This design comes from an exercise in tuning for small area on the open sky130 flow, not from production work. The RTL was checked by simulation tests, not by an equivalence proof against the original design. No activity file was given, so power comes from the tool's default toggle rates.

exp/amber:
==> flow/design.v (excerpt) <==
module vec_sequencer (
  input  logic                            clk_i,
  input  logic                            rst_ni,
  input  logic                            req_valid_i,
  output logic                            req_ready_o,
  input  logic [2:0]                      req_op_i,
  input  logic [4:0]                      req_vs1_i,
  input  logic                            req_use_vs1_i,
  input  logic [4:0]                      req_vs2_i,
  input  logic                            req_use_vs2_i,
  input  logic [4:0]                      req_vd_i,
  input  logic                            req_use_vd_i,
  output logic                            resp_valid_o,
  output logic                            resp_error_o,
  output logic                            idle_o,
  output logic                            pe_req_valid_o,
  input  logic                            pe_req_ready_i,
  output logic [2:0]                      pe_req_id_o,
  output logic [2:0]                      pe_req_op_o,
  output logic [4:0]                      pe_req_vs1_o,
  output logic [4:0]                      pe_req_vs2_o,
  output logic [4:0]                      pe_req_vd_o,
  output logic [7:0]                      pe_hazard_vs1_o,
  output logic [7:0]                      pe_hazard_vs2_o,
  output logic [7:0]                      pe_hazard_vd_o,
  output logic [7:0]                      vinsn_running_o,
  output logic [63:0]                     hazard_table_o,
  input  logic [31:0]                     unit_done_i,
  input  logic                            addrgen_ack_i,
  input  logic                            addrgen_error_i
);
For scale: roughly 1200 cells after synthesis, ~260 flip-flops, roughly 13000 µm² of cells after synthesis.
clock: 6.0 ns
lec_check: 0
cap_margin: 20
core_margin: 2
core_utilization: 40
gpl_timing_driven: 0
slew_margin: 20
standard.sh (not shown) runs the stock make flow with config.mk's settings and CLKGATE_MAP_FILE= SYNTH_SCRIPT=/design/flow/synth_recipe.tcl, a recipe that flattens the netlist after the stock synthesis.
==> flow/flow/run.sh <==
#!/bin/bash
# Standard layout, with three changes:
#  - synthesis maps the logic with an area-oriented ABC script (flow/area.abc);
#    everything else in synthesis is synth_recipe.tcl as given
#  - the port buffers are made from the smallest buffer cell
#  - a lighter clock tree: clkbuf_4 only, small sink clusters, no dummy loads
set -euo pipefail
W=$PWD
sed "s#@ABC@#$W/flow/area.abc#" flow/area_synth.tcl.in > "$W/area_synth.tcl"
export BUFFER_PORTS_ARGS="-buffer_cell sky130_fd_sc_hd__buf_1"
export CTS_ARGS="-sink_clustering_enable -repair_clock_nets -dont_use_dummy_load -buf_list {sky130_fd_sc_hd__clkbuf_4} -sink_clustering_size 10 -sink_clustering_max_diameter 40"
bash standard.sh finish SYNTH_SCRIPT="$W/area_synth.tcl" > standard_make.log 2>&1
==> flow/flow/area.abc <==
strash
dch
amap
==> flow/flow/area_synth.tcl.in <==
proc abc {args} {
  set i [lsearch -exact $args -script]
  if {$i >= 0} { lset args [expr {$i + 1}] @ABC@ }
  yosys abc {*}$args
}
proc synth {args} { yosys synth -nofsm -noshare {*}$args }
source $::env(SCRIPTS_DIR)/synth.tcl
# left out here: clear keep_hierarchy, flatten, clean up, hide names made inside functions, write 1_2_yosys.v
Edits applied to the flow inputs when going from exp/amber to exp/lagoon:
Settings: GPL_TIMING_DRIVEN removed (was 0).
Findings:
Comparing exp/lagoon with exp/amber, the average wire length per cell after detail routing came out essentially unchanged. On total length of routed met2 wires, exp/lagoon tracks exp/amber almost exactly. Layout filler cell count: exp/lagoon > exp/amber. Reported for exp/lagoon and exp/amber, arithmetic-cell share of the synthesized area counting full adders, half adders and majority gates turned out identical to the last digit. Diff exp/amber -> exp/lagoon | non-clock buffer count | increase of about 17%. Register fraction of the total cell area: exp/lagoon > exp/amber. Relative to exp/amber, hold slack has increased by 0.11 ns in exp/lagoon. Setup slack: exp/lagoon more than exp/amber.
diff inputs: exp/lagoon => exp/raven
Settings: CORE_UTILIZATION changed from 40 to 65; PLACE_DENSITY newly set to 0.75.
==> flow/run.sh (new file) <==
#!/bin/bash
# synth_recipe.tcl (not shown) runs the flow's synth.tcl, then flattens the netlist and writes it again
# the make line also repeats each setting of config.mk as NAME=value (left out here)
make -C /OpenROAD-flow-scripts/flow DESIGN_CONFIG=/design/flow/config.mk WORK_HOME=/design/flow/orfs CLKGATE_MAP_FILE= SYNTH_SCRIPT=/design/flow/synth_recipe.tcl finish
removed: flow/flow/run.sh
removed: flow/flow/area.abc
removed: flow/flow/area_synth.tcl.in
removed: flow/standard.sh
--- outcome ---
- When exp/raven is measured against exp/lagoon, its weighted congestion reported at the end of routability-driven placement turns out 0.047 lower.
- exp/raven against exp/lagoon: number of buffers created by CTS fell 32%; synthesized-area fraction occupied by ao, oa, aoi and oai cells fell 20 points; number of signal-net buffers in the layout fell 32; number of DRC markers after the initial detailed-route iteration fell 1600; cell area power density rose about 11%.
- exp/raven vs. exp/lagoon: area added between synthesis and finish climbed 4.5 points; time the worst path needs with I/O delays and setup now larger; maximum fanout count along the critical path fell 4; fmax now sits lower; number of antenna violations at the first check in global routing -2.
Here is what was changed in the inputs of exp/onyx compared with exp/raven.
Settings: a deleted PLACE_DENSITY that had been 0.75; a change of CORE_UTILIZATION from 65 to 40.
==> flow/flow/run.sh (new file) <==
#!/bin/bash
# Standard layout, with the port buffers made from the smallest buffer cell.
set -euo pipefail
export BUFFER_PORTS_ARGS="-buffer_cell sky130_fd_sc_hd__buf_1"
bash standard.sh finish > standard_make.log 2>&1
==> flow/standard.sh (new file) <==
#!/bin/bash
# synth_recipe.tcl (not shown) runs the flow's synth.tcl, then flattens the netlist and writes it again
# the make line also repeats each setting of config.mk as NAME=value (left out here)
make -C /OpenROAD-flow-scripts/flow DESIGN_CONFIG=/design/flow/config.mk WORK_HOME=/design/flow/orfs CLKGATE_MAP_FILE= SYNTH_SCRIPT=/design/flow/synth_recipe.tcl "${@:-finish}"
removed: flow/run.sh
Notes after the runs:
- exp/onyx | status: complete | timing, DRC, antenna: pass
- Switching power total up 1.1% in exp/onyx wrt exp/raven
- On setup total negative slack, exp/raven tracks exp/onyx almost exactly.
- exp/onyx vs exp/raven: total power down slightly
- Delta(pin count of the biggest net entering global routing, exp/onyx - exp/raven) < 0
The following lists how exp/delta was set up differently from exp/onyx:
Settings: CTS_CLUSTER_DIAMETER newly set to 40; CTS_CLUSTER_SIZE newly set to 10; CTS_BUF_LIST newly set to sky130_fd_sc_hd__clkbuf_4.
==> flow/run.sh (new file) <==
#!/bin/bash
# synth_recipe.tcl (not shown) runs the flow's synth.tcl, then flattens the netlist and writes it again
# the make line also repeats each setting of config.mk as NAME=value (left out here)
make -C /OpenROAD-flow-scripts/flow DESIGN_CONFIG=/design/flow/config.mk WORK_HOME=/design/flow/orfs CLKGATE_MAP_FILE= SYNTH_SCRIPT=/design/flow/synth_recipe.tcl finish
removed: flow/flow/run.sh
removed: flow/standard.sh
Findings:
Re worst hold path depth: no difference whatsoever between exp/onyx and exp/delta. From exp/onyx to exp/delta the numbers moved as follows: share of cell area taken by flip-flops and latches shows a reduction of 1.7 points, diode insertion count for antenna repair climbed 1. exp/delta — clock latency of the later-clocked register in the worst-skew pair 0.17 ns higher, exp/onyx as reference. Diff exp/onyx -> exp/delta | cell area | up by a few percent. As far as total number of vias is concerned, exp/onyx and exp/delta perform about the same. Average routed wire per standard cell in exp/delta is about 2.2% higher than in exp/onyx. Going from exp/onyx to exp/delta, wire length grew by about 2.8%; part of the power in combinational logic went up.
--- input diff exp/delta..exp/violet ---
Settings: removing CTS_CLUSTER_DIAMETER (formerly 40); removing CTS_CLUSTER_SIZE (formerly 10); removing CTS_BUF_LIST (formerly sky130_fd_sc_hd__clkbuf_4).
==> run notes <==
- Setup slack of the worst register-to-register path was higher in the run labelled exp/violet.
- Number of DRC markers after the initial detailed-route iteration, exp/violet vs exp/delta: down by a little under 10%
- exp/delta → exp/violet: wire length barely changed; diode insertion count for antenna repair decreased by 1 relative to the old numbers; global-route met1 utilization increased 0.26 points; final cell utilization of the core increased by 0.87 points relative to the old numbers.

[re-timing with driven ports]
In the flow no input, the clock included, has a driving cell. The finished layouts below were timed again as built, in two steps. Step 1 sets driving cells, clkbuf_16 on the clock port and buf_2 on the other inputs (assumed; they add their load-dependent delay and slew). Step 2 adds t to the input delays and takes it off the output delays; t is the mean of the earliest and latest rising clock arrival at the registers after step 1. Input paths then give back, and output paths get back, about the clock's delay inside the block. Three values: ideal ports, drivers, drivers and shift; two values: the first two.
| run | t (ns) | setup WS [ns] | worst hold slack (ns) | worst register clock-pin slew, ns |
|---|---|---|---|---|
| exp/amber | 0.716 | 1.276 / 1.276 / 0.582 | 0.415 / 0.398 / 0.529 | 0.11 / 0.11 |
| exp/lagoon | 0.698 | 2.101 / 2.099 / 1.415 | 0.524 / 0.524 / 0.524 | 0.11 / 0.11 |
| exp/raven | 0.599 | 1.423 / 1.389 / 1.389 | 0.470 / 0.470 / 0.470 | 0.06 / 0.06 |
| exp/onyx | 0.607 | 2.240 / 2.211 / 2.118 | 0.475 / 0.475 / 0.475 | 0.06 / 0.06 |
| exp/delta | 0.727 | 1.373 / 1.353 / 1.353 | 0.475 / 0.475 / 0.475 | 0.12 / 0.12 |
| exp/violet | 0.597 | 1.417 / 1.397 / 1.397 | 0.469 / 0.469 / 0.469 | 0.06 / 0.06 |
After both steps setup and hold are still met in every run listed. The setup slack of exp/amber, which loses most, moves by 0.000 ns with the drivers and by -0.694 ns with both steps.
